This is an optimization exercise on Yosys and OpenROAD, whose aim is small area, not a production implementation.
In this exercise RTL edits were held to simulation tests only and were not proved equivalent to the original.

==> design/flow/design.v <==
`timescale 1ns/1ps
`default_nettype none
module raster_position (
    input  logic        clk_i,
    input  logic        rst_i,
    input  logic        cen_i,           
    input  logic [1:0]  blank_i,         
    output logic [10:0] pos_x_o,
    output logic [10:0] pos_y_o,
    output logic        frame_start_o    
);
    logic        hblank_q;    
    logic        vblank_q;    
    logic [10:0] x_q;
    logic [10:0] y_q;
    logic        h_fall;      
    logic        h_rise;      
    logic        v_fall;      
    assign h_fall = hblank_q & ~blank_i[0];
    assign h_rise = ~hblank_q & blank_i[0];
    assign v_fall = vblank_q & ~blank_i[1];
    always_ff @(posedge clk_i) begin
        if (rst_i) begin
            hblank_q <= 1'b0;
            vblank_q <= 1'b0;
            x_q      <= '0;
            y_q      <= '0;
        end else if (cen_i) begin
            hblank_q <= blank_i[0];
            vblank_q <= blank_i[1];
            if (h_fall) begin
                x_q <= '0;                   
            end else if (!blank_i[0]) begin
                x_q <= x_q + 11'd1;
            end
            if (v_fall) begin
                y_q <= '0;
            end else if (h_rise) begin
                y_q <= y_q + 11'd1;
            end
        end
    end
    assign pos_x_o       = x_q;
    assign pos_y_o       = y_q;
    assign frame_start_o = v_fall;   
endmodule
`default_nettype wire
`timescale 1ns/1ps
`default_nettype none
module snowflake_field (
    input  logic        clk_i,
    input  logic        rst_i,
    input  logic        cen_i,
    input  logic        frame_start_i,
    input  logic [10:0] pos_x_i,
    input  logic [10:0] pos_y_i,
    output logic        hit_o,
    output logic [23:0] rgb_o
);
    logic [12-1:0][10:0] fx;        
    logic [12-1:0][10:0] fy;
    logic [12-1:0][3:0]  fspeed;    
    logic [12-1:0][10:0] fx_nx;     
    logic [12-1:0][10:0] fy_nx;
    logic [12-1:0]       hit;       
    function automatic logic flake_hit(input logic [10:0] px, input logic [10:0] py,
                                       input logic [10:0] cx, input logic [10:0] cy);
        logic [10:0] dx;
        logic [10:0] dy;
        dx = (px >= cx) ? px - cx : cx - px;
        dy = (py >= cy) ? py - cy : cy - py;
        flake_hit = (dx <= 8) && (dy <= 8) &&
                    ((dx < 2 && dy < 2) ||                      
                     (dy < 2 && dx < 8) ||            
                     (dx < 2 && dy < 8) ||            
                     (dx == dy && dx < 8));           
    endfunction
    always_comb begin
        logic [11:0] y_sum;
        logic [11:0] x_sum;
        for (int j = 0; j < 12; j++) begin
            y_sum    = {1'b0, fy[j]} + {8'd0, fspeed[j]};
            x_sum    = {1'b0, fx[j]} + 12'(137);
            fx_nx[j] = fx[j];
            if (y_sum >= 12'(1080)) begin
                fy_nx[j] = '0;
                fx_nx[j] = (x_sum >= 12'(1920)) ?
                           11'(x_sum - 12'(1920)) : 11'(x_sum);
            end else begin
                fy_nx[j] = 11'(y_sum);
            end
        end
    end
    always_ff @(posedge clk_i) begin
        if (rst_i) begin
            for (int j = 0; j < 12; j++) begin   
                fx[j]     <= 11'((j * 160) % 1920);
                fy[j]     <= 11'((j * 90) % 1080);
                fspeed[j] <= 4'((j % 8) + 1);
            end
        end else if (cen_i && frame_start_i) begin
            fx <= fx_nx;                                  
            fy <= fy_nx;
        end
    end
    for (genvar j = 0; j < 12; j++) begin : g_draw
        assign hit[j] = flake_hit(pos_x_i, pos_y_i, fx[j], fy[j]);
    end
    assign hit_o = |hit;
    assign rgb_o = hit_o ? 24'(24'hFF_FF_FF) : 24'(24'h00_00_00);
endmodule
`default_nettype wire
`timescale 1ns/1ps
`default_nettype none
module character_sprites (
    input  logic [10:0] pos_x_i,
    input  logic [10:0] pos_y_i,
    output logic        hit_o,
    output logic [23:0] rgb_o
);
    logic [5-1:0]       ghost_hit;    
    logic [5-1:0][23:0] ghost_rgb;
    logic                         pac_hit;
    logic                         g_hit;        
    logic [23:0]                  g_rgb;
    function automatic logic pacman_hit(input logic [10:0] px, input logic [10:0] py);
        logic signed [12:0] rx;
        logic signed [12:0] ry;
        logic signed [12:0] ay;
        logic signed [26:0] d2;
        rx = 13'(px) - 13'(960);
        ry = 13'(py) - 13'(250);
        ay = (ry < 0) ? -ry : ry;
        d2 = rx * rx + ry * ry;
        pacman_hit = (d2 < 900) &&
                     !((rx > 0) && (ay * 64 < rx * 45));   
    endfunction
    function automatic logic [24:0] ghost_px(input logic [10:0] px, input logic [10:0] py,
                                             input int gx, input logic [23:0] col);
        logic signed [12:0] rx;
        logic signed [12:0] ry;
        logic signed [12:0] ax;
        logic signed [12:0] ay;
        logic signed [26:0] d2;
        logic               hit;
        logic [23:0]        rgb;
        rx = 13'(px) - 13'(gx);
        ry = 13'(py) - 13'(150);
        ax = (rx < 0) ? -rx : rx;
        ay = (ry < 0) ? -ry : ry;
        d2 = ax * ax + (ry + 13'sd5) * (ry + 13'sd5);
        hit = 1'b0;
        rgb = '0;
        if (ax <= 20 && ay <= 25) begin
            if (ry < -5) begin
                hit = (d2 < 400);               
            end else if (ry < 20) begin
                hit = 1'b1;                           
            end else begin                            
                hit = (rx >= -20 && rx < -12 && ry < 22) ||
                      (rx >= -12 && rx <  -4 && ry < 24) ||
                      (rx >=  -4 && rx <   4 && ry < 25) ||
                      (rx >=   4 && rx <  12 && ry < 24) ||
                      (rx >=  12 && rx <  20 && ry < 22);
            end
            rgb = col;
            if (ax >= 6 && ax <= 12 && ry >= -10 && ry <= -4) begin
                rgb = 24'hFF_FF_FF;
            end
            if (ax >= 8 && ax <= 10 && ry >= -8 && ry <= -6) begin
                rgb = 24'h00_00_00;                     
            end
        end
        ghost_px = {hit, rgb};
    endfunction
    for (genvar g = 0; g < 5; g++) begin : g_ghost
        localparam int GX = (g == 0) ? 150 : (g == 1) ? 550 :
                            (g == 2) ? 960 : (g == 3) ? 1180 : 1650;
        localparam logic [23:0] GCOL = (g == 0) ? 24'hFF_B0_FF : (g == 1) ? 24'hFF_00_00 :
                                       (g == 2) ? 24'h00_80_FF : (g == 3) ? 24'h00_FF_00 :
                                       24'h80_00_FF;
        assign {ghost_hit[g], ghost_rgb[g]} = ghost_px(pos_x_i, pos_y_i, GX, GCOL);
    end
    assign pac_hit = pacman_hit(pos_x_i, pos_y_i);
    always_comb begin
        g_hit = 1'b0;
        g_rgb = '0;
        for (int g = 0; g < 5; g++) begin
            if (ghost_hit[g]) begin                   
                g_hit = 1'b1;
                g_rgb = ghost_rgb[g];
            end
        end
        if (pac_hit) begin
            hit_o = 1'b1;
            rgb_o = 24'hFF_FF_00;
        end else if (g_hit) begin
            hit_o = 1'b1;
            rgb_o = g_rgb;
        end else begin
            hit_o = 1'b0;
            rgb_o = '0;
        end
    end
endmodule
`default_nettype wire
`timescale 1ns/1ps
`default_nettype none
module layer_compositor (
    input  logic        clk_i,
    input  logic        rst_i,
    input  logic        cen_i,
    input  logic [2:0]  sync_i,
    input  logic        char_hit_i,
    input  logic [23:0] char_rgb_i,
    input  logic        flake_hit_i,
    input  logic [23:0] flake_rgb_i,
    output logic [23:0] rgb_o,
    output logic [2:0]  sync_o
);
    logic [23:0] rgb_d;
    logic [23:0] rgb_q;
    logic [2:0]  sync_q;
    always_comb begin
        if (flake_hit_i) begin
            rgb_d = flake_rgb_i;          
        end else if (char_hit_i) begin
            rgb_d = char_rgb_i;           
        end else begin
            rgb_d = 24'h00_00_00;
        end
    end
    always_ff @(posedge clk_i) begin
        if (rst_i) begin
            rgb_q  <= '0;
            sync_q <= '0;
        end else if (cen_i) begin
            rgb_q  <= rgb_d;
            sync_q <= sync_i;             
        end
    end
    assign rgb_o  = rgb_q;
    assign sync_o = sync_q;
endmodule
`default_nettype wire
`timescale 1ns/1ps
`default_nettype none
module snow_overlay_top (
    input  logic        clk_i,
    input  logic        rst_i,
    input  logic        cen_i,      
    input  logic [1:0]  blank_i,    
    input  logic [2:0]  sync_i,     
    output logic [23:0] rgb_o,      
    output logic [2:0]  sync_o      
);
    logic [10:0] pos_x;
    logic [10:0] pos_y;
    logic        frame_start;
    logic        flake_hit;
    logic [23:0] flake_rgb;
    logic        char_hit;
    logic [23:0] char_rgb;
    raster_position u_raster (
        .clk_i         (clk_i),
        .rst_i         (rst_i),
        .cen_i         (cen_i),
        .blank_i       (blank_i),
        .pos_x_o       (pos_x),
        .pos_y_o       (pos_y),
        .frame_start_o (frame_start)
    );
    snowflake_field u_snow (
        .clk_i         (clk_i),
        .rst_i         (rst_i),
        .cen_i         (cen_i),
        .frame_start_i (frame_start),
        .pos_x_i       (pos_x),
        .pos_y_i       (pos_y),
        .hit_o         (flake_hit),
        .rgb_o         (flake_rgb)
    );
    character_sprites u_chars (
        .pos_x_i (pos_x),
        .pos_y_i (pos_y),
        .hit_o   (char_hit),
        .rgb_o   (char_rgb)
    );
    layer_compositor u_comp (
        .clk_i       (clk_i),
        .rst_i       (rst_i),
        .cen_i       (cen_i),
        .sync_i      (sync_i),
        .char_hit_i  (char_hit),
        .char_rgb_i  (char_rgb),
        .flake_hit_i (flake_hit),
        .flake_rgb_i (flake_rgb),
        .rgb_o       (rgb_o),
        .sync_o      (sync_o)
    );
endmodule
`default_nettype wire
==> design/flow/run.sh <==
#!/bin/bash
# synth_recipe.tcl (not shown) runs the flow's synth.tcl, then flattens the netlist and writes it again
# the make line also repeats each setting of config.mk as NAME=value (left out here)
make -C /OpenROAD-flow-scripts/flow DESIGN_CONFIG=/design/flow/config.mk WORK_HOME=/design/flow/orfs CLKGATE_MAP_FILE= SYNTH_SCRIPT=/design/flow/synth_recipe.tcl finish
==> design/flow/config.mk <==
export PLATFORM = sky130hd
export DESIGN_NAME = snow_overlay_top
export DESIGN_NICKNAME = snow_overlay_top
export VERILOG_FILES = /design/flow/design.v
export SDC_FILE = /design/flow/constraint.sdc
export NUM_CORES = 4
export LEC_CHECK = 0
export CAP_MARGIN = 20
export CORE_MARGIN = 2
export CORE_UTILIZATION = 40
export SLEW_MARGIN = 20
==> design/flow/constraint.sdc <==
create_clock -name core_clock -period 12.5 [get_ports {clk_i}]
set_input_delay 2.5000 -clock core_clock [delete_from_list [all_inputs] [get_ports {clk_i}]]
set_output_delay 2.5000 -clock core_clock [all_outputs]
set_load 0.01 [all_outputs]
==> notes.md <==
result of the run no timing/DRC/antenna violations; Initial Util 40.3%; # nets final 14,500; initial antenna violation count 6; final setup fails 0; Setup TNS Final 0 ps; Crit path arrival time 12,450 ps; DR vias between 80,000 and 90,000; Area Growth Syn to Fin 7.76%; crit-path max cell delay 550 ps; Tcrit/Tclk final 95.2%; final instance area between 100,000 and 150,000 um^2; Max-slew headroom between 5 and 6%; total track usage 24.8%; Die Y-Extent 494 um; Row Count ~180; I/O pin total 35; most common library cells after synthesis inv_1, ha_1, fa_1, nor2_1, nand2_1; post-DP HPWL between 200 and 300 mm; Reg-to-Reg End u_comp.rgb_q[7]$_SDFFE_PP0P_; largest cells by area after synthesis fa_1, ha_1, inv_1; Yosys warnings 4; Max Fclk 84.1 MHz; First-pass DRT Iterations 7; CTS Buffer Depth 3; post-synthesis sequential area ratio 6.05%; Max H-tree Level 2; Max Slew Vio Count 0; pre-CTS WS -85.5 ps; Core ar. 238,000 um^2; worst-path maximum fanout 9; met2 WL 140 mm; Async SR Flop Fraction 0%; post-synth top area cell fa_1; hold path cells 2; Avg WL per Cell a little over 20 um; number of enable flip-flop cells after synthesis 0; Clock Skew 24.8 ps; max-cap violations 0; Met1 Wirelength between 100 and 150 mm; Top FF cell, synth dfxtp_1; CP Launch Type flip-flop; crit path kind reg2reg; worst hold endpoint u_raster.vblank_q$_SDFFE_PP0P_; RD Place Congestion 0.966; worst skew pair latency 610 ps; Worst-Margin Slew 1410 ps; Avg Vias per Cell 5.62; synthesis-stage register bit count 290; CTS buffer count 39; ratio of cells with drive above 1 in the final layout 4.31%; placed cell areas 102,000 um^2; WP data required 13,050 ps; hold_sp u_raster.vblank_q$_SDFFE_PP0P_; Die X-Extent between 400 and 500 um; Setup WS post-layout 605 ps; R2R depth 45; Critical Path End Type flip-flop; final WL ~310 mm; Worst path slowest cell fa_1; Mapped Cells 11,768; largest net degree at the start of global routing 45; # fillers 23,775; CTS tree yes; Distinct cells, synth 101; fin util 43.4%; min cycle time layout 11,900 ps; CP most frequent cell fa_1; CTS Hold Bufs 0; drt drc 0; antenna violation net count after detailed routing 0; first-pass GRT wire length 482 mm; Final Hold Fails 0; top layer in use met5; Cell Area, Synth approximately 96,000 um^2; RR Startpoint u_raster.y_q[2]$_SDFFE_PP0P_; Hold Crit Class reg2reg; die footprint 244,000 um^2; clock slew at reported path FFs 60 ps; IO Port Bufs 34; routed wl met3 ~20 mm; Root Buffer clkbuf_16; post-synth top area share 25.3%; Synth Area per Inst about 8 um^2; reg2reg setup slack 600 ps; Initial DRC Count 6,904; number of global-route vias before repair 84,072; CTS Sinks 290; total global routing overflow 0; most common cell in the netlist inv_1
## layout make-up
class	count	area, um^2	area share (%)
clock buffers	49	1070	1.04
inverters	1788	6730	6.51
multi-input cells	9615	83300	80.6
clock inverters	23	285	0.276
diodes	1	2.50	0.00242
well taps	3167	3960	3.83
flip-flops and latches	290	5850	5.66
repair buffers	266	2130	2.06
## flip-flops by register name, summed over array words and instances, names as in the netlist
name and count:
u_snow.fx 132, u_raster.hblank_q 1, u_comp.rgb_q 6, u_snow.fy 125
u_raster.x_q 11, u_raster.vblank_q 1, u_raster.y_q 11, u_comp.sync_q 3
## through the flow
step / hold slack (ps) / instances
floorplan: 443 / 12042
global placement: 467 / 15118
detailed placement: 482 / 15118
CTS: 493 / 15190
global route: 517 / 15199
finish: 489 / 15199
## cells in the final DEF, fill, tap and decap left out, types with 195 or more instances in the layout
master / Yosys / final
nor2_1: 927 / 923
nand2_1: 853 / 851
mux2i_1: 195 / 195
ha_1: 1279 / 1278
xor2_1: 210 / 208
fa_1: 1213 / 1212
o21ai_0: 554 / 552
a21oi_1: 767 / 762
buf_4: 18 / 225
conb_1: 2 / 276
a21o_1: 231 / 230
nor3_1: 265 / 262
inv_1: 1759 / 1746
dfxtp_1: 290 / 269
nand3_1: 264 / 263
xnor2_1: 631 / 611
## kinds of logic after synthesis
logic type,count (synthesis),synth area share [%]
AO/OA/AOI/OAI,2669,17.9
XOR/XNOR,851,7.92
adder cells (fa/ha/maj),2496,42.0
buffers and inverters,2137,8.49
flip-flops,290,6.05
multiplexers,227,2.43
other,2,0.00783
AND/OR/NAND/NOR,3096,15.2
## metal layers
layer  vias up  track usage, %
li1      40073               -
met1     42073            34.5
met2      2767            40.3
met3       475            2.79
met4         4            7.43
met5         -               0
## worst max path at each step
stage                                       from                       endpoint  slack [ps]  cells after the start
global route        u_raster.y_q[1]$_SDFFE_PP0P_   u_comp.rgb_q[7]$_SDFFE_PP0P_         -50                     47
global placement    u_raster.y_q[1]$_SDFFE_PP0P_  u_comp.rgb_q[15]$_SDFFE_PP0P_          10                     46
detailed placement  u_raster.y_q[1]$_SDFFE_PP0P_  u_comp.rgb_q[15]$_SDFFE_PP0P_         -90                     46
CTS                 u_raster.y_q[1]$_SDFFE_PP0P_   u_comp.rgb_q[7]$_SDFFE_PP0P_          20                     45
floorplan           u_raster.y_q[1]$_SDFFE_PP0P_  u_comp.rgb_q[23]$_SDFFE_PP0P_         190                     46
finish              u_raster.y_q[2]$_SDFFE_PP0P_   u_comp.rgb_q[7]$_SDFFE_PP0P_         600                     45
## repair_timing
| item | in CTS | in global routing |
|---|---|---|
| resized for setup | 2 | 61 |
| setup buffers | 0 | 8 |
| pin swaps | 0 | 5 |
| endpoints found under the setup margin | 6 | 6 |
## critical path: cells and delay by family (launching register included)
kind,cells,cell delay (ps)
DFF,1,380
AOI/OAI and AO/OA,13,2770
muxes,1,280
buffers and inverters,5,550
xor gates and xnor gates,2,280
and+or+nand+nor,13,2740
adders and majority gates,11,4860

## port drivers added, routing unchanged
How much do the figures lean on ideal ports? The routed layout below was timed once more, with nothing changed but the port constraints. Step 1: set_driving_cell puts a clkbuf_16 on clk_i and a buf_2 on each other input, an assumption about the parent block. Step 2 also shifts input and output timing later by t, the mid clock arrival at the registers, as if the neighbouring blocks saw the same clock. Slacks: no drivers / after step 1 / after step 2; pairs: no drivers / after step 1.
t (ns): 0.674
slack for setup (ns): 0.605 / 0.605 / 0.605
worst setup path after step 2: register to register
After both steps setup and hold are still met in this run. For this run, drivers alone change the setup slack by 0.000 ns; drivers and shift together by 0.000 ns.
